Source: an optimization exercise on an open RTL-to-GDS flow (aim: small area, a short achievable clock period and few clock cycles per item). Production flows keep margins and buffers that such runs may drop. Only simulation tests tie the RTL to the original design; equivalence was not proved.

==> flow/design.v (outline; a module is shown in full before it is edited, if it fits) <==
// module fan_speed_controller_top: 1181 lines
module fan_speed_controller_top (
    input  logic        i_clk,
    input  logic        i_rst_n,
    input  logic        psel,
    input  logic        penable,
    input  logic        pwrite,
    input  logic [4:0]  paddr,
    input  logic [31:0] pwdata,
    output logic [31:0] prdata,
    output logic        pready,
    input  logic        i_s_tvalid,
    output logic        o_s_tready,
    input  logic [23:0] i_s_tdata,
    output logic        o_m_tvalid,
    input  logic        i_m_tready,
    output logic [39:0] o_m_tdata
);
  // ...
==> flow/flow/run.sh <==
#!/bin/bash
# Standard synthesis, then an inverter-pushing pass over the full adders of
# the mapped netlist (flow/invpush.py), then the standard layout from there.
set -e
set -o pipefail
cp standard.sh standard_sh_copy.log
bash standard.sh synth > synth_run.log 2>&1
RES=$(dirname "$(find orfs/results -name 1_2_yosys.v | head -1)")
cp "$RES/1_2_yosys.v" 1_2_yosys_standard.v.log
python3 flow/invpush.py 1_2_yosys_standard.v.log 1500 > invpush_out.v 2> invpush.log
cp invpush_out.v "$RES/1_2_yosys.v"
rm -f "$RES/1_synth.odb" "$RES/1_synth.sdc"
bash standard.sh finish > finish_run.log 2>&1
==> flow/flow/invpush.py <==
#!/usr/bin/env python3
# Removes inverters around full-adder cells in a mapped sky130 netlist.
# A full adder is self-dual: fa(~a, ~b, ~c) = (~cout, ~sum). Each fa cell may
# be "flipped" (all three inputs and both outputs complemented); the pass picks
# flips that reduce the number of inverters, then rebuilds the inverters that
# are still needed (one per signal and polarity). Registers are not touched.
import re
import sys
from collections import defaultdict

src = open(sys.argv[1]).read()

inst_re = re.compile(r'^  (sky130_fd_sc_hd__\w+)\s+(\S+(?: )?)\s*\((.*?)\);\n', re.S | re.M)
pin_re = re.compile(r'\.(\w+)\(\s*(.*?)\s*\)(?=\s*(?:,|$))', re.S)

OUT_PINS = {'X', 'Y', 'Q', 'Q_N', 'SUM', 'COUT', 'HI', 'LO'}

cells = []
for m in inst_re.finditer(src):
    typ, name, body = m.group(1), m.group(2), m.group(3)
    pins = [(p, n.strip()) for p, n in pin_re.findall(body)]
    cells.append(dict(typ=typ, name=name, pins=pins, span=m.span()))

# module ports
hdr = re.search(r'module\s+\S+\s*\((.*?)\);', src, re.S)
ports = set()
for m in re.finditer(r'^\s*(input|output)\s+(\[[^\]]*\]\s*)?(.*?);', src, re.M):
    for n in m.group(3).split(','):
        ports.add(n.strip())

def base(net):
    n = net.strip()
    if n.startswith('\\'):
        return n
    return re.sub(r'\[\d+\]$', '', n)

# assigns count as loads of their right-hand side
assign_loads = []
for m in re.finditer(r'^\s*assign\s+(.*?)\s*=\s*(.*?)\s*;', src, re.M):
    assign_loads.append(m.group(2).strip())

driver = {}
for i, c in enumerate(cells):
    for p, n in c['pins']:
        if p in OUT_PINS:
            driver[n] = (i, p)

def is_inv(c):
    return re.match(r'sky130_fd_sc_hd__(inv|clkinv)_\d+$', c['typ']) is not None

def is_fa(c):
    return re.match(r'sky130_fd_sc_hd__fa_\d+$', c['typ']) is not None

pin_of = lambda c, p: dict(c['pins'])[p]

# inverters we may remove: output is not a port and not used by an assign
removable = set()
for i, c in enumerate(cells):
    if is_inv(c):
        y = pin_of(c, 'Y')
        if base(y) in ports or y in assign_loads:
            continue
        removable.add(i)

memo = {}
def resolve(net):
    if net in memo:
        return memo[net]
    d = driver.get(net)
    if d is not None and d[0] in removable:
        r, pol = resolve(pin_of(cells[d[0]], 'A'))
        res = (r, pol ^ 1)
    else:
        res = (net, 0)
    memo[net] = res
    return res

fa_idx = [i for i, c in enumerate(cells) if is_fa(c)]
fa_of_root = {}
for i in fa_idx:
    for p, n in cells[i]['pins']:
        if p in ('SUM', 'COUT'):
            fa_of_root[n] = i

# loads: (cell index, pin, root, pol)
loads = []
for i, c in enumerate(cells):
    if i in removable:
        continue
    for p, n in c['pins']:
        if p in OUT_PINS:
            continue
        r, pol = resolve(n)
        loads.append((i, p, r, pol))

x = defaultdict(int)   # flip per fa cell index
fa_set = set(fa_idx)

by_root = defaultdict(list)
for k, (i, p, r, pol) in enumerate(loads):
    by_root[r].append(k)

def need(k):
    i, p, r, pol = loads[k]
    v = pol
    if i in fa_set:
        v ^= x[i]
    f = fa_of_root.get(r)
    if f is not None:
        v ^= x[f]
    return v

def root_cost(r):
    ks = by_root[r]
    return 1 if any(need(k) for k in ks) else 0

# roots touched by a flip of fa i: its input roots and its output roots
touch = {}
for i in fa_idx:
    rs = set()
    for p, n in cells[i]['pins']:
        if p in OUT_PINS:
            rs.add(n)
        else:
            rs.add(resolve(n)[0])
    touch[i] = rs

def total():
    return sum(root_cost(r) for r in by_root)

before = total()
changed = True
it = 0
while changed and it < 50:
    changed = False
    it += 1
    for i in fa_idx:
        rs = touch[i]
        c0 = sum(root_cost(r) for r in rs)
        x[i] ^= 1
        c1 = sum(root_cost(r) for r in rs)
        if c1 < c0:
            changed = True
        else:
            x[i] ^= 1
# escape local minima: random restarts of single/pair flips, keep the best
import random
rng = random.Random(1)
best = total()
bestx = dict(x)
for rnd in range(int(sys.argv[2]) if len(sys.argv) > 2 else 0):
    i = rng.choice(fa_idx)
    rs = set(touch[i])
    # flip i and its fa neighbours that share a root, then re-settle greedily
    grp = [i] + [fa_of_root[r] for r in touch[i] if r in fa_of_root and rng.random() < 0.5]
    for g in grp:
        x[g] ^= 1
    changed = True
    while changed:
        changed = False
        for j in fa_idx:
            r2 = touch[j]
            c0 = sum(root_cost(r) for r in r2)
            x[j] ^= 1
            c1 = sum(root_cost(r) for r in r2)
            if c1 < c0:
                changed = True
            else:
                x[j] ^= 1
    t = total()
    if t < best:
        best = t
        bestx = dict(x)
    else:
        x.clear()
        x.update(bestx)
after = total()

# rebuild: every load pin gets the root net or its complement
neg_net = {}
new_cells = []
def neg(r):
    if r not in neg_net:
        k = len(neg_net)
        nn = 'ipush_n%d' % k
        neg_net[r] = nn
        ra = r + ' ' if r.startswith('\\') else r
        new_cells.append('  sky130_fd_sc_hd__inv_1 ipush_i%d (\n    .A(%s),\n    .Y(%s)\n  );\n' % (k, ra, nn))
    return neg_net[r]

newpins = {}
for k, (i, p, r, pol) in enumerate(loads):
    newpins[(i, p)] = neg(r) if need(k) else r

out = []
last = 0
for i, c in enumerate(cells):
    s, e = c['span']
    out.append(src[last:s])
    last = e
    if i in removable:
        continue
    parts = []
    for p, n in c['pins']:
        nn = newpins.get((i, p), n)
        if nn.startswith('\\'):
            nn = nn + ' '
        parts.append('    .%s(%s)' % (p, nn))
    out.append('  %s %s (\n%s\n  );\n' % (c['typ'], c['name'].strip() + (' ' if c['name'].startswith('\\') else ''), ',\n'.join(parts)))
tail = src[last:]
decl = ''.join('  wire %s;\n' % nn for nn in neg_net.values())
tail = tail.replace('endmodule', ''.join(new_cells) + 'endmodule', 1)
out.append(tail)
res = ''.join(out)
h = hdr.end()
res = res[:h] + '\n' + decl + res[h:]
sys.stdout.write(res)
sys.stderr.write('invpush: %d fa cells, %d flipped, %d removable inverters, %d inverters after (cost %d -> %d)\n'
                 % (len(fa_idx), sum(x[i] for i in fa_idx), len(removable), len(neg_net), before, after))
==> flow/standard.sh <==
#!/bin/bash
# synth_recipe.tcl (not shown) runs the flow's synth.tcl, then flattens the netlist and writes it again
# the make line also repeats each setting of config.mk as NAME=value (left out here)
make -C /OpenROAD-flow-scripts/flow DESIGN_CONFIG=/design/flow/config.mk WORK_HOME=/design/flow/orfs CLKGATE_MAP_FILE= SYNTH_SCRIPT=/design/flow/synth_recipe.tcl "${@:-finish}"
==> flow/config.mk <==
export PLATFORM = sky130hd
export DESIGN_NAME = fan_speed_controller_top
export DESIGN_NICKNAME = fan_speed_controller_top
export VERILOG_FILES = /design/flow/design.v
export SDC_FILE = /design/flow/constraint.sdc
export NUM_CORES = 4
export LEC_CHECK = 0
export ABC_AREA = 1
export CAP_MARGIN = 20
export CORE_MARGIN = 2
export CORE_UTILIZATION = 40
export SETUP_SLACK_MARGIN = 4.5
export SLEW_MARGIN = 20
==> flow/constraint.sdc <==
create_clock -name core_clock -period 10.0 [get_ports {i_clk}]
set_input_delay 2.0000 -clock core_clock [delete_from_list [all_inputs] [get_ports {i_clk}]]
set_output_delay 2.0000 -clock core_clock [all_outputs]
set_load 0.01 [all_outputs]
==> run summary, run 1 <==
Tot GR Track Use - 24.9%
Antenna Violating Nets Remaining - 0
Hold Path End - fi10[9]$_DFFE_PN_
Commonest non-fill, non-tap cell in the layout - nand2_1
Routed length on met2 - 70300 µm
Final non-filler cell total - 7824
N_taps - 1637
Chip height - 358 µm
WL met3 - 12800 µm
Number of remaining DRC errors - 0
Critical path's slowest cell - clkdlybuf4s50_1
Multi-input combinational cell count - 4443
Worst setup EP type - output port
Std-Cell Rows - 129
CLK BUF - 90
Vias in the first global route - 41.5k
Initial antenna violation count - 9
Flip-flop and latch count - 563
Critical path required time - 8.00 ns
PortBufs - 115
Grt met3 use - 4.19%
Worst-Skew Late Latency - 0.66 ns
FMAX - 184 MHz
Hold_sp - fi9[9]$_DFFE_PN_
Status - no timing/DRC/antenna violations
Cell family contributing the most delay on the critical path - buffers and inverters
Core ar. - 124000 µm²
Synth Warn # - 1
GR Overflow Total - 0
Number of non-clock buffers - 186
Minimum hold slack - 0.417 ns
Worst min path class - reg2reg
Unrepaired setup endpoints after global routing - no
Non-clock inverters - 861
CTS Buf Count - 70
Critical Path Start - i_m_tready
Routed len/inst - 20.5 µm
Testbench counts, summed over its fixed seeds: cycles 13,664, items 12,800.
==> run 2, diff against run 1 <==
--- a/flow/config.mk
+++ b/flow/config.mk
@@ -10,4 +10,4 @@
 export CORE_MARGIN = 2
 export CORE_UTILIZATION = 40
-export SETUP_SLACK_MARGIN = 4.5
+export SETUP_SLACK_MARGIN = 4.8
 export SLEW_MARGIN = 20
==> run summary, run 2 <==
Status - no timing/DRC/antenna violations (unchanged)
Via/cell ratio - 5.50 (was 5.47)
Critical Path Start - i_m_tready (unchanged)
Syn_area_per_cell - 8.35 µm² (unchanged)
Slowest stage delay, CP - 0.44 ns (was 0.50 ns)
Max Cap Viol - 0 (unchanged)
Critical path's slowest cell - clkdlybuf4s50_1 (unchanged)
Cell family contributing the most delay on the critical path - buffers and inverters (unchanged)
Biggest regs - r_u x35, r_p x31, r_tu x31 (unchanged)
Finish-stage setup viols - 0 (unchanged)
FMAX - 195 MHz (was 184 MHz)
Setup TNS - 0 ns (unchanged)
Multi-input logic area - 32500 µm² (was 32200 µm²)
Placer Congestion - 0.967 (unchanged)
CTS sink cnt - 563 (unchanged)
Final Hold Fails - 0 (unchanged)
Commonest non-fill, non-tap cell in the layout - nand2_1 (unchanged)
Unrepaired setup endpoints after global routing - yes (was no)
Critical path buffers and inverters - 4 (unchanged)
H-tree depth - 3 (unchanged)
Critical path required time - 8.00 ns (about the same)
DP HPWL - 126000 µm (unchanged)
Reg2Reg Capture Point - r_p[30]$_DFFE_PN_ (was r_rem[5]$_DFFE_PN_)
Gate Count Post-Synth - 6016 (unchanged)
Starting DRT DRC Count - 3968 (was 3768)
Worst hold path depth - 0 (unchanged)
Mapped Area - 50200 µm² (unchanged)
Fill cells - 12.1k (was 12.3k)
Std-Cell Rows - 129 (unchanged)
Die Span X - 358 µm (unchanged)
Worst-Margin Slew - 1.00 ns (was 1.05 ns)
Initial DRT Pass Iterations - 6 (was 5)
First-pass GRT wire length - 247000 µm (was 245000 µm)
Worst setup EP type - output port (unchanged)
CTS Buf Count - 70 (unchanged)
Most frequent cells in the layout - nand2_1, inv_1, a21oi_1 (unchanged)
Number of remaining DRC errors - 0 (unchanged)
Largest register FFs - 35 (unchanged)
# IOs - 143 (unchanged)
Crit path kind - in2out (unchanged)
Post-Route Utilization - 46.1% (was 45.2%)
CTS max path bufs - 3 (unchanged)
Initial core utilization - 40.5% (unchanged)
Crit path time final - 5.12 ns (was 5.43 ns)
Root Buffer - clkbuf_16 (unchanged)
Share of cells above drive strength 1 - 7.58% (was 4.84%)
Reg area - 14400 µm² (was 14300 µm²)
Most flops, register - r_u (unchanged)
Antenna Violating Nets Remaining - 0 (unchanged)
Number of nets in the layout - 7133 (was 7049)
Worst min path class - reg2reg (unchanged)
Period utilization - 51.2% (was 54.3%)
Startpoint Class - primary input (unchanged)
PortBufs - 115 (unchanged)
Worst reg2reg startpoint - r_x[12]$_DFFE_PN_ (was k5$_SDFFE_PN0N_)
Chip height - 358 µm (unchanged)
Tot GR Track Use - 25.1% (was 24.9%)
Max FO, Critical Path - 23 (was 28)
DR vias - 43.5k (was 42.8k)
Synth Warn # - 1 (unchanged)
Worst-Skew Late Latency - 0.65 ns (was 0.66 ns)
Clk_skew - 0.0316 ns (was 0.0317 ns)
Slew Viols, Final - 0 (unchanged)
Worst R2R Path Depth - 20 (was 30)
CP Cell Sequence - clkdlybuf4s50_1 > nor2_4 > buf_12 > inv_16 > dlygate4sd2_1 (was clkdlybuf4s50_1 > nor2_2 > buf_12 > inv_16 > clkdlybuf4s50_1)
CP Data Arrival Time - 3.12 ns (was 3.43 ns)
Die footprint - 128000 µm² (unchanged)
Initial antenna violation count - 8 (was 9)
R2r setup slk - 4.94 ns (was 4.73 ns)
Routed WL - 163000 µm (was 161000 µm)
Crit path depth - 5 (unchanged)
Clk slew on worst S/H paths - 0.05 ns (was 0.06 ns)
GR Overflow Total - 0 (unchanged)
Vias in the first global route - 41.8k (was 41.5k)
Core ar. - 124000 µm² (unchanged)
Final non-filler cell total - 7907 (was 7824)
Inst Count DP - 7636 (unchanged)
Routed len/inst - 20.6 µm (was 20.5 µm)
TritonCTS clock tree - yes (unchanged)
Rel. slew slack - 33.0% (was 29.4%)
Area Overhead vs Synth - 14.0% (was 11.8%)
Worst setup endpoint - o_s_tready (unchanged)
Hold_sp - fi5[1]$_DFFE_PN_ (was fi9[9]$_DFFE_PN_)
Largest net degree at the start of global routing - 89 (unchanged)
run 2: cell types whose count changed in the layout (fill, tap and decap cells not counted), moves of 8 or more:
| cell | delta |
|---|---|
| a21oi_2 | +10 |
| ha_4 | +8 |
| dfxtp_4 | +12 |
| a21oi_1 | -10 |
| nand2_2 | +13 |
| buf_4 | +79 |
| dfxtp_1 | -13 |
| inv_1 | -27 |
| clkinvlp_4 | +27 |
| nand2_1 | -14 |
| ha_1 | -12 |
run 2: worst min-delay path by stage:
stage	endpoint	slack (ns)
global placement	fi8[14]$_DFFE_PN_	0.40
global route	fi7[13]$_DFFE_PN_	0.42
CTS	fi7[0]$_DFFE_PN_	0.41
detailed placement	fi10[5]$_DFFE_PN_	0.40
floorplan	fi10[0]$_DFFE_PN_	0.40
finish	fi6[1]$_DFFE_PN_	0.42
run 2: metrics by stage:
step                      worst slack, ns  cell area (µm²)  hold slack, ns
after floorplan                      4.83            50200           0.400
after global placement               3.19            52900           0.401
after detailed placement             3.19            52900           0.405
after CTS                            4.80            56100           0.414
after global routing                 4.70            57200           0.420
final                                4.88            57200           0.417
run 2: layer usage:
layer	up-vias	part of all wire, %	routed length (µm)	track usage [%]
li1	20600	-	-	-
met1	20900	45	72900	35.4
met2	1677	44	71000	38.9
met3	304	8.0	13100	4.43
met4	8	3.4	5580	8.20
met5	-	0.035	57	0
run 2: final cells by class:
| class | instances | share of cell area, % |
|---|---|---|
| multi-input combinational | 4443 | 56.8 |
| sequential | 563 | 25.1 |
| inverter | 854 | 5.87 |
| timing repair buffer | 268 | 4.27 |
| tap | 1637 | 3.58 |
| clock buffer | 90 | 3.39 |
| clock inverter | 39 | 0.877 |
| timing repair inverter | 9 | 0.114 |
| antenna | 4 | 0.0175 |
run 2: what timing repair did:
item	4_1_cts	5_1_grt
pin swaps	10	21
gates cloned	9	4
setup buffers	49	76
hold buffers	0	0
endpoints found under the setup margin	128	125
resized for setup	76	152
==> run 3, diff against run 2 <==
--- a/flow/flow/run.sh
+++ b/flow/flow/run.sh
@@ -1,5 +1,6 @@
 #!/bin/bash
 # Standard synthesis, then an inverter-pushing pass over the full adders of
-# the mapped netlist (flow/invpush.py), then the standard layout from there.
+# the mapped netlist (flow/invpush.py), then the standard layout from there,
+# with plain buffers (not delay buffers) as the port buffers.
 set -e
 set -o pipefail
@@ -11,3 +12,5 @@
 cp invpush_out.v "$RES/1_2_yosys.v"
 rm -f "$RES/1_synth.odb" "$RES/1_synth.sdc"
-bash standard.sh finish > finish_run.log 2>&1
+sed 's/"\${@:-finish}"/"BUFFER_PORTS_ARGS=-buffer_cell sky130_fd_sc_hd__buf_2" "${@:-finish}"/' standard.sh > standard_ports.sh
+cp standard_ports.sh standard_ports_sh_copy.log
+bash standard_ports.sh finish > finish_run.log 2>&1
--- a/flow/config.mk
+++ b/flow/config.mk
@@ -10,4 +10,4 @@
 export CORE_MARGIN = 2
 export CORE_UTILIZATION = 40
-export SETUP_SLACK_MARGIN = 4.8
+export SETUP_SLACK_MARGIN = 5
 export SLEW_MARGIN = 20
==> run summary, run 3 <==
Status - no timing/DRC/antenna violations (unchanged)
Crit path depth - 4 (was 5)
Crit path kind - in2out (unchanged)
Largest net degree at the start of global routing - 177 (was 89)
Critical path buffers and inverters - 3 (was 4)
First-pass GRT wire length - 247000 µm (about the same)
Biggest regs - r_u x35, r_p x31, r_tu x31 (unchanged)
Core ar. - 124000 µm² (unchanged)
Area Overhead vs Synth - 16.2% (was 14.0%)
Initial DRT Pass Iterations - 6 (unchanged)
FMAX - 204 MHz (was 195 MHz)
Minimum hold slack - 0.402 ns (was 0.417 ns)
Share of cells above drive strength 1 - 13.0% (was 7.58%)
Routed len/inst - 20.5 µm (was 20.6 µm)
Placer Congestion - 0.974 (was 0.967)
Syn_area_per_cell - 8.35 µm² (about the same)
Commonest non-fill, non-tap cell in the layout - nand2_1 (unchanged)
Worst setup EP type - output port (unchanged)
TritonCTS clock tree - yes (unchanged)
DR vias - 43.7k (was 43.5k)
Period utilization - 49.0% (was 51.2%)
Root Buffer - clkbuf_16 (unchanged)
Antenna Violating Nets Remaining - 0 (unchanged)
CP Data Arrival Time - 2.90 ns (was 3.12 ns)
Worst min path class - reg2reg (unchanged)
Initial core utilization - 40.5% (about the same)
Worst-Margin Slew - 1.12 ns (was 1.00 ns)
DP HPWL - 125000 µm (was 126000 µm)
Largest register FFs - 35 (unchanged)
Initial antenna violation count - 12 (was 8)
Max Cap Viol - 0 (unchanged)
Setup TNS - 0 ns (unchanged)
CTS max path bufs - 3 (unchanged)
# IOs - 143 (unchanged)
Clk slew on worst S/H paths - 0.06 ns (was 0.05 ns)
Vias in the first global route - 41.6k (was 41.8k)
Chip height - 358 µm (about the same)
R2r setup slk - 5.10 ns (was 4.94 ns)
Startpoint Class - primary input (unchanged)
Unrepaired setup endpoints after global routing - yes (unchanged)
Die footprint - 128000 µm² (about the same)
Worst R2R Path Depth - 16 (was 20)
CTS Buf Count - 68 (was 70)
Multi-input logic area - 33600 µm² (was 32500 µm²)
Reg2Reg Capture Point - r_p[23]$_DFFE_PN_ (was r_p[30]$_DFFE_PN_)
Critical path's slowest cell - inv_16 (was clkdlybuf4s50_1)
Gate Count Post-Synth - 6017 (was 6016)
Most flops, register - r_u (unchanged)
Crit path time final - 4.90 ns (was 5.12 ns)
Worst-Skew Late Latency - 0.66 ns (was 0.65 ns)
CP Cell Sequence - buf_2 > nor2_4 > inv_16 > buf_2 (was clkdlybuf4s50_1 > nor2_4 > buf_12 > inv_16 > dlygate4sd2_1)
PortBufs - 115 (unchanged)
Starting DRT DRC Count - 4114 (was 3968)
Via/cell ratio - 5.47 (was 5.50)
Reg area - 14400 µm² (about the same)
CTS sink cnt - 563 (unchanged)
Clk_skew - 0.0417 ns (was 0.0316 ns)
Final Hold Fails - 0 (unchanged)
Number of remaining DRC errors - 0 (unchanged)
Critical path required time - 8.00 ns (about the same)
Fill cells - 11.9k (was 12.1k)
Worst reg2reg startpoint - r_btwo[3]$_DFF_P_ (was r_x[12]$_DFFE_PN_)
Hold_sp - fi10[17]$_DFFE_PN_ (was fi5[1]$_DFFE_PN_)
Synth Warn # - 1 (unchanged)
Cell family contributing the most delay on the critical path - buffers and inverters (unchanged)
Tot GR Track Use - 25.0% (was 25.1%)
Max FO, Critical Path - 145 (was 23)
GR Overflow Total - 0 (unchanged)
Die Span X - 358 µm (about the same)
Routed WL - 164000 µm (was 163000 µm)
Number of nets in the layout - 7214 (was 7133)
H-tree depth - 3 (unchanged)
Most frequent cells in the layout - nand2_1, inv_1, a21oi_1 (unchanged)
Worst hold path depth - 0 (unchanged)
Slew Viols, Final - 0 (unchanged)
Finish-stage setup viols - 0 (unchanged)
Std-Cell Rows - 129 (unchanged)
Mapped Area - 50200 µm² (about the same)
Rel. slew slack - 25.1% (was 33.0%)
Most frequent CP cell - buf_2
Hold Path End - o_fi[17]$_DFFE_PN_ (was fi6[1]$_DFFE_PN_)
Slowest stage delay, CP - 0.41 ns (was 0.44 ns)
## run 3: area by class of cell
| class | count | area share, % |
|---|---|---|
| Tap cell | 1637 | 3.51 |
| Multi-Input combinational cell | 4446 | 57.6 |
| Sequential cell | 563 | 24.7 |
| Inverter | 855 | 5.82 |
| Clock inverter | 30 | 0.491 |
| Timing Repair Buffer | 347 | 4.39 |
| Clock buffer | 93 | 3.38 |
| Timing Repair inverter | 9 | 0.103 |
| Antenna cell | 8 | 0.0343 |
## run 3: how the worst max path moves through the flow
stage                                     from  slack (ns)                   end
after floorplan                     i_m_tready        5.03            o_s_tready
after global placement         k5$_SDFFE_PN0N_        2.82    r_rem[8]$_DFFE_PN_
after detailed placement       k5$_SDFFE_PN0N_        2.77    r_rem[8]$_DFFE_PN_
after CTS                 r_u[13]$_SDFFE_PN0P_        5.00  r_u[17]$_SDFFE_PN0P_
after global routing      r_u[13]$_SDFFE_PN0P_        4.92  r_u[23]$_SDFFE_PN1P_
final                               i_m_tready        5.10            o_s_tready
## run 3: metal layers
layer  routed length, µm  global-route usage, %  part of all wire, %
met5                  44                      0                0.027
met4                5380                   7.67                  3.3
met3               13900                   4.61                  8.5
met2               71700                   38.6                   44
met1               73000                   35.6                   45
## run 3: metrics by stage
stage                     util [%]  std cells  setup WS (ns)  instance area (µm²)
final                         47.0       7988           5.10                58400
after global placement        42.1       7635           2.82                52300
after detailed placement      42.1       7635           2.77                52300
after CTS                     45.2       7868           5.00                56100
after floorplan                  -       6022           5.03                50300
after global routing          47.0       7980           4.92                58300
## run 3: what timing repair did
item	4_1_cts	5_1_grt
pin swaps	18	67
hold buffers	0	0
resized for setup	143	301
endpoints found under the setup margin	55	72
hold endpoints to repair	0	0
gates cloned	13	2
buffers inserted	97	110
## run 3: worst reg2reg max path, delay by kind of cell, from the launching register on
family                     cells  cell delay, ns
AOI/OAI and AO/OA              1            0.22
xor gates and xnor gates       1            0.22
adders and majority gates      5            2.33
buffers and inverters          3            0.74
DFF                            1            0.31
and+or+nand+nor                6            0.84
==> run 4, diff against run 3 <==
--- a/flow/config.mk
+++ b/flow/config.mk
@@ -10,4 +10,5 @@
 export CORE_MARGIN = 2
 export CORE_UTILIZATION = 40
-export SETUP_SLACK_MARGIN = 5
+export PLACE_DENSITY = 0.75
+export SETUP_SLACK_MARGIN = 4.8
 export SLEW_MARGIN = 20
==> run summary, run 4 <==
Most frequent cells in the layout - nand2_1, inv_1, a21oi_1 (unchanged)
DR vias - 44.1k (was 43.7k)
Period utilization - 50.9% (was 49.0%)
Max FO, Critical Path - 112 (was 145)
Clk slew on worst S/H paths - 0.06 ns (about the same)
Synth Warn # - 1 (unchanged)
Worst R2R Path Depth - 20 (was 16)
Clk_skew - 0.0641 ns (was 0.0417 ns)
GR Overflow Total - 0 (unchanged)
# IOs - 143 (unchanged)
Hold buffers post-CTS - 0 (unchanged)
Routed len/inst - 20.0 µm (was 20.5 µm)
Hold Path End - fi10[16]$_DFFE_PN_ (was o_fi[17]$_DFFE_PN_)
Starting DRT DRC Count - 5147 (was 4114)
Tot GR Track Use - 23.9% (was 25.0%)
Finish-stage setup viols - 0 (unchanged)
Fill cells - 11.8k (was 11.9k)
FMAX - 197 MHz (was 204 MHz)
Rel. slew slack - 29.0% (was 25.1%)
CP Data Arrival Time - 3.09 ns (was 2.90 ns)
Number of nets in the layout - 7121 (was 7214)
Vias in the first global route - 42.3k (was 41.6k)
Minimum hold slack - 0.379 ns (was 0.402 ns)
Crit path time final - 5.09 ns (was 4.90 ns)
Number of remaining DRC errors - 0 (unchanged)
Initial core utilization - 40.5% (about the same)
Worst min path class - reg2reg (unchanged)
Reg2Reg Capture Point - r_p[30]$_DFFE_PN_ (was r_p[23]$_DFFE_PN_)
Reg area - 14400 µm² (about the same)
Startpoint Class - primary input (unchanged)
Post-Place Setup Slack - 2.58 ns (was 2.77 ns)
PortBufs - 115 (unchanged)
Crit path kind - in2out (unchanged)
DP HPWL - 122000 µm (was 125000 µm)
CTS max path bufs - 3 (unchanged)
Std-Cell Rows - 129 (unchanged)
Slew Viols, Final - 0 (unchanged)
Hold_sp - fi9[16]$_DFFE_PN_ (was fi10[17]$_DFFE_PN_)
CTS sink cnt - 563 (unchanged)
Multi-input logic area - 32800 µm² (was 33600 µm²)
Max Cap Viol - 0 (unchanged)
Largest net degree at the start of global routing - 113 (was 177)
Worst-Skew Late Latency - 0.71 ns (was 0.66 ns)
Setup TNS - 0 ns (unchanged)
R2r setup slk - 4.92 ns (was 5.10 ns)
Core ar. - 124000 µm² (unchanged)
Biggest regs - r_u x35, r_p x31, r_tu x31 (unchanged)
First-pass GRT wire length - 239000 µm (was 247000 µm)
Share of cells above drive strength 1 - 9.57% (was 13.0%)
Final worst slack - 4.91 ns (was 5.10 ns)
Worst-Margin Slew - 1.06 ns (was 1.12 ns)
Antenna Violating Nets Remaining - 0 (unchanged)
H-tree depth - 2 (was 3)
Status - no timing/DRC/antenna violations (unchanged)
Routed WL - 157000 µm (was 164000 µm)
CTS Buf Count - 61 (was 68)
Gate Count Post-Synth - 6016 (was 6017)
Worst setup EP type - output port (unchanged)
Chip height - 358 µm (about the same)
Critical path required time - 8.00 ns (about the same)
Worst hold path depth - 0 (unchanged)
Syn_area_per_cell - 8.35 µm² (about the same)
Commonest non-fill, non-tap cell in the layout - nand2_1 (unchanged)
Unrepaired setup endpoints after global routing - yes (unchanged)
Die Span X - 358 µm (about the same)
Final Hold Fails - 0 (unchanged)
Placer Congestion - 1.00 (was 0.974)
Root Buffer - clkbuf_16 (unchanged)
Mapped Area - 50200 µm² (about the same)
Worst reg2reg startpoint - r_x[15]$_DFFE_PN_ (was r_btwo[3]$_DFF_P_)
Largest register FFs - 35 (unchanged)
Die footprint - 128000 µm² (about the same)
Initial antenna violation count - 13 (was 12)
TritonCTS clock tree - yes (unchanged)
Most flops, register - r_u (unchanged)
Area Overhead vs Synth - 12.8% (was 16.2%)
Initial DRT Pass Iterations - 7 (was 6)
Via/cell ratio - 5.59 (was 5.47)
run 4: area by class of cell:
| type | instances | share of cell area (%) |
|---|---|---|
| tap | 1637 | 3.62 |
| timing repair inverter | 11 | 0.124 |
| inverter | 854 | 5.88 |
| clock inverter | 36 | 0.851 |
| antenna | 1 | 0.00442 |
| clock buffer | 79 | 3.05 |
| sequential | 563 | 25.4 |
| timing repair buffer | 262 | 3.11 |
| multi-input combinational | 4444 | 58.0 |
run 4: worst max-delay path, stage by stage:
cell and delay, ns:
buf_2 0.08, nor2_2 0.03, buf_4 0.22, inv_12 0.47, buf_2 0.24
run 4: layer usage:
metal | vias to the layer above | track usage (%) | wire length [µm]
li1 | 20600 | - | -
met4 | 10 | 8.52 | 6480
met5 | - | 0 | 62
met3 | 410 | 4.56 | 15500
met1 | 21000 | 32.4 | 65700
met2 | 2103 | 38.2 | 69700
run 4: what timing repair did:
action,CTS,global route
buffers inserted,44,78
pin swaps,12,17
gates resized for setup,85,158
gates cloned,8,7
setup endpoints to repair,40,50
run 4: worst max-delay path by stage:
stage / from / end / slack, ns / depth (start not counted)
after floorplan: i_m_tready / o_s_tready / 4.83 / 3
final: i_m_tready / o_s_tready / 4.91 / 5
after global routing: r_bone[2]$_DFF_P_ / r_p[27]$_DFFE_PN_ / 4.67 / 17
after detailed placement: k5$_SDFFE_PN0N_ / r_rem[2]$_DFFE_PN_ / 2.58 / 27
after CTS: k5$_SDFFE_PN0N_ / r_rem[11]$_DFFE_PN_ / 4.79 / 28
after global placement: k5$_SDFFE_PN0N_ / r_rem[5]$_DFFE_PN_ / 2.62 / 30
run 4: through the flow:
step / std cells / util, % / area, µm²
floorplan: 6021 / - / 50200
global placement: 7634 / 42.1 / 52300
detailed placement: 7634 / 42.1 / 52300
CTS: 7801 / 44.5 / 55300
global route: 7886 / 45.6 / 56600
finish: 7887 / 45.6 / 56600
==> run 5, diff against run 4 <==
--- a/flow/config.mk
+++ b/flow/config.mk
@@ -10,5 +10,4 @@
 export CORE_MARGIN = 2
 export CORE_UTILIZATION = 40
-export PLACE_DENSITY = 0.75
 export SETUP_SLACK_MARGIN = 4.8
 export SLEW_MARGIN = 20
==> run summary, run 5 <==
Area Overhead vs Synth - 13.4% (was 12.8%)
Critical path's slowest cell - edfxtp_1 (was inv_12)
PortBufs - 115 (unchanged)
Worst setup EP type - flop (was output port)
Routed WL - 162000 µm (was 157000 µm)
DR vias - 43.5k (was 44.1k)
Synth Warn # - 1 (unchanged)
Worst-Margin Slew - 1.09 ns (was 1.06 ns)
Max FO, Critical Path - 6 (was 112)
Startpoint Class - flop (was primary input)
Biggest regs - r_u x35, r_p x31, r_tu x31 (unchanged)
Minimum hold slack - 0.388 ns (was 0.379 ns)
CP Cell Sequence - clkinvlp_4 > buf_4 > o22ai_1 > xor2_1 > fa_1 > fa_1 > fa_1 > fa_1 > ha_1 > a21oi_2 > o21ai_0 > a21oi_1 > nand3_1 > nand2_1 > nand2_1 > nand2_1 > nand2_1 > nand2_1 > nand2_1 > xor2_1 (was buf_2 > nor2_2 > buf_4 > inv_12 > buf_2)
Share of cells above drive strength 1 - 9.94% (was 9.57%)
Inst Count DP - 7641 (was 7634)
Rel. slew slack - 27.3% (was 29.0%)
Status - no timing/DRC/antenna violations (unchanged)
Mapped Area - 50200 µm² (about the same)
DP HPWL - 127000 µm (was 122000 µm)
Root Buffer - clkbuf_16 (unchanged)
Initial core utilization - 40.5% (about the same)
# IOs - 143 (unchanged)
Clk slew on worst S/H paths - 0.06 ns (about the same)
Clk_skew - 0.0304 ns (was 0.0641 ns)
Vias in the first global route - 41.6k (was 42.3k)
Critical path required time - 10.40 ns (was 8.00 ns)
Final non-filler cell total - 7921 (was 7887)
Finish-stage setup viols - 0 (unchanged)
Number of remaining DRC errors - 0 (unchanged)
Max layer used - met5 (unchanged)
Slew Viols, Final - 0 (unchanged)
Initial antenna violation count - 11 (was 13)
First-pass GRT wire length - 246000 µm (was 239000 µm)
Die footprint - 128000 µm² (about the same)
WL met1 - 72500 µm (was 65700 µm)
FMAX - 196 MHz (was 197 MHz)
Crit path kind - reg2reg (was in2out)
Initial DRT Pass Iterations - 6 (was 7)
Most frequent CP cell - nand2_1 (was buf_2)
Largest net degree at the start of global routing - 99 (was 113)
GR Overflow Total - 0 (unchanged)
Final Hold Fails - 0 (unchanged)
Worst-Skew Late Latency - 0.65 ns (was 0.71 ns)
CTS max path bufs - 3 (unchanged)
Period utilization - 51.0% (was 50.9%)
Worst min path class - reg2reg (unchanged)
Chip height - 358 µm (about the same)
Setup TNS - 0 ns (unchanged)
Die Span X - 358 µm (about the same)
Starting DRT DRC Count - 3690 (was 5147)
TritonCTS clock tree - yes (unchanged)
Placer Congestion - 0.970 (was 1.00)
Unrepaired setup endpoints after global routing - yes (unchanged)
WL met3 - 13700 µm (was 15500 µm)
CTS Buf Count - 69 (was 61)
Crit path time final - 5.10 ns (was 5.09 ns)
CP Data Arrival Time - 5.50 ns (was 3.09 ns)
Antenna Violating Nets Remaining - 0 (unchanged)
CTS sink cnt - 563 (unchanged)
Largest register FFs - 35 (unchanged)
Post-Route Utilization - 45.9% (was 45.6%)
Slowest stage delay, CP - 0.50 ns (was 0.47 ns)
Std-Cell Rows - 129 (unchanged)
Routed len/inst - 20.5 µm (was 20.0 µm)
Max Cap Viol - 0 (unchanged)
H-tree depth - 3 (was 2)
Tot GR Track Use - 24.9% (was 23.9%)
Routed length on met2 - 70600 µm (was 69700 µm)
Gate Count Post-Synth - 6017 (was 6016)
Most frequent cells in the layout - nand2_1, inv_1, a21oi_1 (unchanged)
Number of nets in the layout - 7147 (was 7121)
Syn_area_per_cell - 8.35 µm² (about the same)
Commonest non-fill, non-tap cell in the layout - nand2_1 (unchanged)
Most flops, register - r_u (unchanged)
Via/cell ratio - 5.49 (was 5.59)
Core ar. - 124000 µm² (unchanged)
-- run 5: final cells by class --
class | count | area, µm²
multi-input cells | 4445 | 32600
clock buffers | 91 | 1950
fillers | 12200 | 67200
repair inverters | 9 | 55.1
repair buffers | 280 | 1980
clock inverters | 37 | 527
inverters | 855 | 3360
flip-flops and latches | 563 | 14400
diodes | 4 | 10.0
well taps | 1637 | 2050
-- run 5: metrics by stage --
step | cell area (µm²) | worst slack [ns]
after floorplan | 50300 | 4.83
after CTS | 55600 | 4.80
after global placement | 52300 | 3.04
after global routing | 56900 | 4.71
after detailed placement | 52300 | 3.00
final | 56900 | 4.90
-- run 5: critical path, delay by kind of cell (launching register included) --
family,cells,cell delay (ns)
compound gates,4,0.61
xor+xnor,2,0.34
fa+ha+maj,5,2.29
buf+inv,2,0.47
flops,1,0.50
simple gates,7,0.62
-- run 5: routing by layer --
layer / vias to the layer above / track usage [%]
li1: 20600 / -
met1: 20800 / 34.7
met2: 1733 / 38.6
met3: 309 / 4.88
met4: 10 / 8.54
met5: - / 0
-- run 5: final timing paths --
path / from / to / slack, ns / depth (start not counted)
worst max-delay path: r_x[10]$_DFFE_PN_ / r_p[30]$_DFFE_PN_ / 4.90 / 20
worst min-delay path: fi10[18]$_DFFE_PN_ / o_fi[18]$_DFFE_PN_ / 0.39 / 0
worst min register to register: fi10[18]$_DFFE_PN_ / o_fi[18]$_DFFE_PN_ / 0.39 / 0
worst max register to register: r_x[10]$_DFFE_PN_ / r_p[30]$_DFFE_PN_ / 4.90 / 20
-- run 5: timing repair --
action	in CTS	in global routing
gates cloned	9	5
buffers inserted	47	87
gates resized for setup	87	157
pin swaps	14	21
setup endpoints to repair	48	65
hold buffers	0	0
==> run 6, diff against run 5 <==
--- a/flow/config.mk
+++ b/flow/config.mk
@@ -10,4 +10,5 @@
 export CORE_MARGIN = 2
 export CORE_UTILIZATION = 40
+export GPL_ROUTABILITY_DRIVEN = 0
 export SETUP_SLACK_MARGIN = 4.8
 export SLEW_MARGIN = 20
==> run summary, run 6 <==
Status - no timing/DRC/antenna violations (unchanged)
CTS sink cnt - 563 (unchanged)
Critical path buffers and inverters - 3 (was 2)
Initial antenna violation count - 10 (was 11)
Routed len/inst - 20.1 µm (was 20.5 µm)
Worst hold path depth - 0 (unchanged)
Largest register FFs - 35 (unchanged)
Max FO, Critical Path - 6 (unchanged)
Largest net degree at the start of global routing - 107 (was 99)
Critical path's slowest cell - fa_1 (was edfxtp_1)
Routed length on met2 - 70300 µm (was 70600 µm)
Minimum hold slack - 0.396 ns (was 0.388 ns)
Period utilization - 52.5% (was 51.0%)
CTS Buf Count - 67 (was 69)
Biggest regs - r_u x35, r_p x31, r_tu x31 (unchanged)
Die Span X - 358 µm (unchanged)
Fill cells - 12.1k (was 12.2k)
Gate Count Post-Synth - 6017 (unchanged)
Post-Place Setup Slack - 3.35 ns (was 3.00 ns)
Crit path depth - 22 (was 20)
Critical path required time - 10.36 ns (was 10.40 ns)
Most frequent cells in the layout - nand2_1, inv_1, a21oi_1 (unchanged)
Worst-Margin Slew - 1.02 ns (was 1.09 ns)
Hold buffers post-CTS - 0 (unchanged)
Most frequent CP cell - nand2_1 (unchanged)
Chip height - 358 µm (unchanged)
Initial core utilization - 40.5% (unchanged)
Clk_skew - 0.0430 ns (was 0.0304 ns)
DP HPWL - 122000 µm (was 127000 µm)
Area Overhead vs Synth - 13.1% (was 13.4%)
Max layer used - met5 (unchanged)
Setup TNS - 0 ns (unchanged)
Slowest stage delay, CP - 0.52 ns (was 0.50 ns)
Unrepaired setup endpoints after global routing - yes (unchanged)
PortBufs - 115 (unchanged)
Tot GR Track Use - 24.4% (was 24.9%)
Number of nets in the layout - 7139 (was 7147)
# IOs - 143 (unchanged)
WL met1 - 70300 µm (was 72500 µm)
Routed WL - 159000 µm (was 162000 µm)
FMAX - 191 MHz (was 196 MHz)
Clk slew on worst S/H paths - 0.06 ns (about the same)
Mapped Area - 50200 µm² (unchanged)
First-pass GRT wire length - 242000 µm (was 246000 µm)
Max Cap Viol - 0 (unchanged)
Die footprint - 128000 µm² (unchanged)
Most flops, register - r_u (unchanged)
CTS max path bufs - 3 (unchanged)
Vias in the first global route - 41.7k (was 41.6k)
Commonest non-fill, non-tap cell in the layout - nand2_1 (unchanged)
Core ar. - 124000 µm² (unchanged)
Rel. slew slack - 32.0% (was 27.3%)
Final Hold Fails - 0 (unchanged)
Crit path time final - 5.25 ns (was 5.10 ns)
Worst-Skew Late Latency - 0.65 ns (about the same)
Initial DRT Pass Iterations - 8 (was 6)
Worst R2R Path Depth - 22 (was 20)
Antenna Violating Nets Remaining - 0 (unchanged)
Synth Warn # - 1 (unchanged)
Crit path kind - reg2reg (unchanged)
Std-Cell Rows - 129 (unchanged)
TritonCTS clock tree - yes (unchanged)
CP Cell Sequence - clkinvlp_4 > buf_4 > o22ai_2 > xor2_2 > fa_1 > fa_1 > fa_1 > fa_1 > ha_4 > nand2_1 > inv_2 > nand3_2 > nor3_4 > nand4_1 > nand3_2 > nand2_1 > nand2_2 > nand2_1 > nand2_2 > nand2_1 > nand2_1 > xor2_1 (was clkinvlp_4 > buf_4 > o22ai_1 > xor2_1 > fa_1 > fa_1 > fa_1 > fa_1 > ha_1 > a21oi_2 > o21ai_0 > a21oi_1 > nand3_1 > nand2_1 > nand2_1 > nand2_1 > nand2_1 > nand2_1 > nand2_1 > xor2_1)
Starting DRT DRC Count - 4244 (was 3690)
Share of cells above drive strength 1 - 9.99% (was 9.94%)
Cell family contributing the most delay on the critical path - adder cells (unchanged)
Via/cell ratio - 5.50 (was 5.49)
Syn_area_per_cell - 8.35 µm² (unchanged)
WL met3 - 13500 µm (was 13700 µm)
Startpoint Class - flop (unchanged)
Root Buffer - clkbuf_16 (unchanged)
Worst setup EP type - flop (unchanged)
Worst min path class - reg2reg (unchanged)
GR Overflow Total - 0 (unchanged)
Slew Viols, Final - 0 (unchanged)
CP Data Arrival Time - 5.61 ns (was 5.50 ns)
H-tree depth - 3 (unchanged)
Finish-stage setup viols - 0 (unchanged)
Final worst slack - 4.75 ns (was 4.90 ns)
Number of remaining DRC errors - 0 (unchanged)
DR vias - 43.5k (about the same)
## run 6: cell count changes in the layout (fill, tap and decap cells not counted), moves of 4 or more
cell	delta
inv_1	-5
ha_1	-9
dfxtp_2	+5
nor2_2	-4
nor2_1	+4
clkinvlp_2	-4
ha_4	+9
clkinvlp_4	+8
bufinv_16	-6
dfxtp_4	-4
## run 6: stage by stage
stage                     instance area (µm²)  util (%)  instances
final                                   56800      45.7       7911
after global routing                    56800      45.7       7906
after CTS                               55500      44.7       7837
after detailed placement                52300      42.2       7641
after global placement                  52300      42.2       7641
after floorplan                         50300         -       6022
## run 6: worst reg2reg max path, cell delays in order, from the launching register on
cell        delay [ns]
edfxtp_1          0.48
clkinvlp_4        0.29
buf_4             0.22
o22ai_2           0.16
xor2_2            0.20
fa_1              0.46
fa_1              0.51
fa_1              0.45
fa_1              0.52
ha_4              0.32
nand2_1           0.06
inv_2             0.11
nand3_2           0.11
nor3_4            0.26
nand4_1           0.25
nand3_2           0.15
nand2_1           0.07
nand2_2           0.07
nand2_1           0.06
nand2_2           0.07
nand2_1           0.05
nand2_1           0.07
xor2_1            0.06
## run 6: cell type report
cell class	count	area, µm²	area share (%)
clock inverter	35	302	0.531
inverter	855	3360	5.92
timing repair inverter	5	35.0	0.0617
tap	1637	2050	3.61
antenna	5	12.5	0.0220
timing repair buffer	279	1970	3.47
sequential	563	14400	25.3
clock buffer	88	1900	3.35
multi-input combinational	4444	32800	57.7
## run 6: path summary, 6_finish.rpt
| path | from | end | slack [ns] |
|---|---|---|---|
| max | r_x[11]$_DFFE_PN_ | r_p[30]$_DFFE_PN_ | 4.75 |
| min | fi6[16]$_DFFE_PN_ | fi7[16]$_DFFE_PN_ | 0.40 |
| max reg2reg | r_x[11]$_DFFE_PN_ | r_p[30]$_DFFE_PN_ | 4.75 |
| min reg2reg | fi6[16]$_DFFE_PN_ | fi7[16]$_DFFE_PN_ | 0.40 |
## run 6: routing by layer
| metal | up-vias | GRT usage, % |
|---|---|---|
| li1 | 20600 | - |
| met1 | 20900 | 34.4 |
| met2 | 1768 | 38.2 |
| met3 | 280 | 4.08 |
| met4 | 6 | 7.78 |
| met5 | - | 0 |
## run 6: what timing repair did
action / 4_1_cts / 5_1_grt
pin swaps: 11 / 36
buffers inserted: 66 / 67
gates resized for setup: 85 / 175
gates cloned: 7 / 2
endpoints found under the setup margin: 51 / 59
==> run 7, diff against run 6 <==
--- a/flow/config.mk
+++ b/flow/config.mk
@@ -9,6 +9,5 @@
 export CAP_MARGIN = 20
 export CORE_MARGIN = 2
-export CORE_UTILIZATION = 40
-export GPL_ROUTABILITY_DRIVEN = 0
+export CORE_UTILIZATION = 50
 export SETUP_SLACK_MARGIN = 4.8
 export SLEW_MARGIN = 20
==> run summary, run 7 <==
Worst-Margin Slew - 1.01 ns (was 1.02 ns)
Starting DRT DRC Count - 3978 (was 4244)
Synth Warn # - 1 (unchanged)
Number of nets in the layout - 7138 (was 7139)
Initial DRT Pass Iterations - 6 (was 8)
TritonCTS clock tree - yes (unchanged)
Most frequent CP cell - nand2_1 (unchanged)
# IOs - 143 (unchanged)
Cell family contributing the most delay on the critical path - adder cells (unchanged)
Critical path's slowest cell - fa_1 (unchanged)
Clk_skew - 0.0366 ns (was 0.0430 ns)
Worst-Skew Late Latency - 0.64 ns (was 0.65 ns)
Largest register FFs - 35 (unchanged)
CTS Buf Count - 69 (was 67)
FMAX - 195 MHz (was 191 MHz)
Status - no timing/DRC/antenna violations (unchanged)
Most frequent cells in the layout - nand2_1, inv_1, a21oi_1 (unchanged)
Worst min path class - reg2reg (unchanged)
Placer Congestion - 0.979
Crit path kind - reg2reg (unchanged)
Crit path time final - 5.12 ns (was 5.25 ns)
Chip height - 321 µm (was 358 µm)
Grt met3 use - 5.33% (was 4.08%)
DP HPWL - 126000 µm (was 122000 µm)
Reg2Reg Capture Point - r_p[30]$_DFFE_PN_ (unchanged)
H-tree depth - 3 (unchanged)
Finish-stage setup viols - 0 (unchanged)
Most flops, register - r_u (unchanged)
Placed inst area - 51900 µm² (was 52300 µm²)
Layer with the highest usage - met2 (unchanged)
Clk slew on worst S/H paths - 0.06 ns (about the same)
Design area - 56300 µm² (was 56800 µm²)
Max FO, Critical Path - 8 (was 6)
Worst setup EP type - flop (unchanged)
Routed WL - 162000 µm (was 159000 µm)
Hold buffers post-CTS - 0 (unchanged)
Initial core utilization - 50.3% (was 40.5%)
Vias in the first global route - 41.8k (was 41.7k)
Worst reg2reg startpoint - r_x[11]$_DFFE_PN_ (unchanged)
Initial antenna violation count - 4 (was 10)
Critical path buffers and inverters - 3 (unchanged)
CTS max path bufs - 3 (unchanged)
Max Cap Viol - 0 (unchanged)
Gate Count Post-Synth - 6017 (unchanged)
Number of remaining DRC errors - 0 (unchanged)
Biggest regs - r_u x35, r_p x31, r_tu x31 (unchanged)
Slowest stage delay, CP - 0.54 ns (was 0.52 ns)
Period utilization - 51.2% (was 52.5%)
Commonest non-fill, non-tap cell in the layout - nand2_1 (unchanged)
Routed len/inst - 21.4 µm (was 20.1 µm)
GR Overflow Total - 0 (unchanged)
CTS sink cnt - 563 (unchanged)
Via/cell ratio - 5.70 (was 5.50)
Critical path required time - 10.36 ns (about the same)
Final Hold Fails - 0 (unchanged)
Slew Viols, Final - 0 (unchanged)
First-pass GRT wire length - 247000 µm (was 242000 µm)
PortBufs - 115 (unchanged)
Std-Cell Rows - 116 (was 129)
Tot GR Track Use - 31.3% (was 24.4%)
Largest net degree at the start of global routing - 80 (was 107)
Share of cells above drive strength 1 - 9.42% (was 9.99%)
Rel. slew slack - 32.9% (was 32.0%)
Startpoint Class - flop (unchanged)
DR vias - 43.2k (was 43.5k)
CP Cell Sequence - buf_12 > clkinvlp_4 > o22ai_1 > xor2_1 > fa_1 > fa_1 > fa_1 > fa_1 > ha_4 > nand2_1 > inv_1 > nand3_1 > nor3_4 > nand4_1 > nand3_2 > nand2_1 > nand2_1 > nand2_1 > nand2_1 > nand2_1 > nand2_1 > xor2_2 (was clkinvlp_4 > buf_4 > o22ai_2 > xor2_2 > fa_1 > fa_1 > fa_1 > fa_1 > ha_4 > nand2_1 > inv_2 > nand3_2 > nor3_4 > nand4_1 > nand3_2 > nand2_1 > nand2_2 > nand2_1 > nand2_2 > nand2_1 > nand2_1 > xor2_1)
Worst hold path depth - 0 (unchanged)
Area Overhead vs Synth - 12.2% (was 13.1%)
Antenna Violating Nets Remaining - 0 (unchanged)
Syn_area_per_cell - 8.35 µm² (unchanged)
R2r setup slk - 4.88 ns (was 4.75 ns)
Hold Path End - fi5[17]$_DFFE_PN_ (was fi7[16]$_DFFE_PN_)
Hold_sp - fi4[17]$_DFFE_PN_ (was fi6[16]$_DFFE_PN_)
Die Span X - 321 µm (was 358 µm)
Met1 usage - 41.9% (was 34.4%)
Mapped Area - 50200 µm² (unchanged)
M2 GR Usage - 51.9% (was 38.2%)
Setup TNS - 0 ns (unchanged)
Unrepaired setup endpoints after global routing - yes (unchanged)
Post-Route Utilization - 56.4% (was 45.7%)
Worst R2R Path Depth - 22 (unchanged)
Core ar. - 99900 µm² (was 124000 µm²)
Die footprint - 103000 µm² (was 128000 µm²)
CP Data Arrival Time - 5.49 ns (was 5.61 ns)
Root Buffer - clkbuf_16 (unchanged)
[run 7: cell types whose count changed in the layout (fill, tap and decap cells not counted), moves of 5 or more]
| cell | previous run | this run |
|---|---|---|
| clkinvlp_4 | 51 | 33 |
| nand2_1 | 1051 | 1060 |
| o22ai_1 | 118 | 123 |
| ha_4 | 24 | 16 |
| inv_1 | 810 | 820 |
| dfxtp_4 | 14 | 7 |
| nand2_2 | 24 | 15 |
| bufinv_16 | 2 | 7 |
| ha_2 | 6 | 12 |
| dfxtp_1 | 227 | 232 |
[run 7: routing by layer]
layer	share of wire, %	routed length (µm)	vias up
met4	3.3	5410	2
li1	-	-	20600
met2	47	75900	1625
met5	0.0080	13	-
met3	7.7	12500	282
met1	42	68300	20700
[run 7: what timing repair did]
item	in CTS	in global routing
setup buffers	74	54
endpoints found under the setup margin	44	57
gates resized for setup	79	128
gates cloned	6	2
pin swaps	10	18
[run 7: worst max-delay path by stage]
stage                                 start            endpoint  slack (ns)  cells after the start
after global routing      r_x[11]$_DFFE_PN_   r_p[30]$_DFFE_PN_        4.76                     22
final                     r_x[11]$_DFFE_PN_   r_p[30]$_DFFE_PN_        4.88                     22
after floorplan                  i_m_tready          o_s_tready        4.83                      3
after detailed placement    k5$_SDFFE_PN0N_  r_rem[9]$_DFFE_PN_        3.27                     30
after global placement      k5$_SDFFE_PN0N_  r_rem[2]$_DFFE_PN_        3.31                     29
after CTS                   k5$_SDFFE_PN0N_  r_rem[2]$_DFFE_PN_        4.80                     31
[run 7: layout make-up]
type	count	area, µm²
Fill cell	9297	43500
Clock buffer	91	1950
Timing Repair inverter	4	27.5
Antenna cell	4	10.0
Clock inverter	37	455
Timing Repair Buffer	277	2000
Tap cell	1298	1620
Inverter	855	3330
Multi-Input combinational cell	4444	32600
Sequential cell	563	14400
[run 7: through the flow]
step	hold slack, ns	instances	setup slack [ns]
after global placement	0.400	7305	3.31
final	0.384	7573	4.88
after CTS	0.383	7513	4.80
after floorplan	0.400	6022	4.83
after detailed placement	0.405	7305	3.27
after global routing	0.400	7569	4.76

==> re-timing with driven ports <==
The results above use ideal ports. As a check the final layouts listed here were re-extracted and re-timed, cells and wires unchanged. Step 1 sets driving cells, clkbuf_16 on the clock port and buf_2 on the other inputs (assumed; they add their load-dependent delay and slew). Step 2 also shifts input and output timing later by t, the mid clock arrival at the registers, as if the neighbouring blocks saw the same clock. a / b / c = ideal / step 1 / step 2; a / b = the first two.
| run | t, ns | slack for setup (ns) | hold WS [ns] | worst setup path after step 2 |
|---|---|---|---|---|
| run 1 | 0.716 | 4.574 / 4.551 / 4.302 | 0.417 / 0.417 / 0.417 | input to register |
| run 2 | 0.712 | 4.878 / 4.855 / 4.589 | 0.417 / 0.417 / 0.417 | input to register |
| run 3 | 0.709 | 5.096 / 5.074 / 5.074 | 0.402 / 0.402 / 0.402 | input to output |
| run 4 | 0.750 | 4.911 / 4.888 / 4.722 | 0.379 / 0.379 / 0.379 | input to register |
| run 5 | 0.712 | 4.899 / 4.899 / 4.899 | 0.388 / 0.388 / 0.388 | register to register |
| run 6 | 0.700 | 4.755 / 4.755 / 4.755 | 0.396 / 0.396 / 0.396 | register to register |
| run 7 | 0.696 | 4.877 / 4.877 / 4.579 | 0.384 / 0.384 / 0.384 | input to register |
After both steps every run listed still meets setup and hold. The setup slack of run 7, which loses most, moves by 0.000 ns with the drivers and by -0.298 ns with both steps.
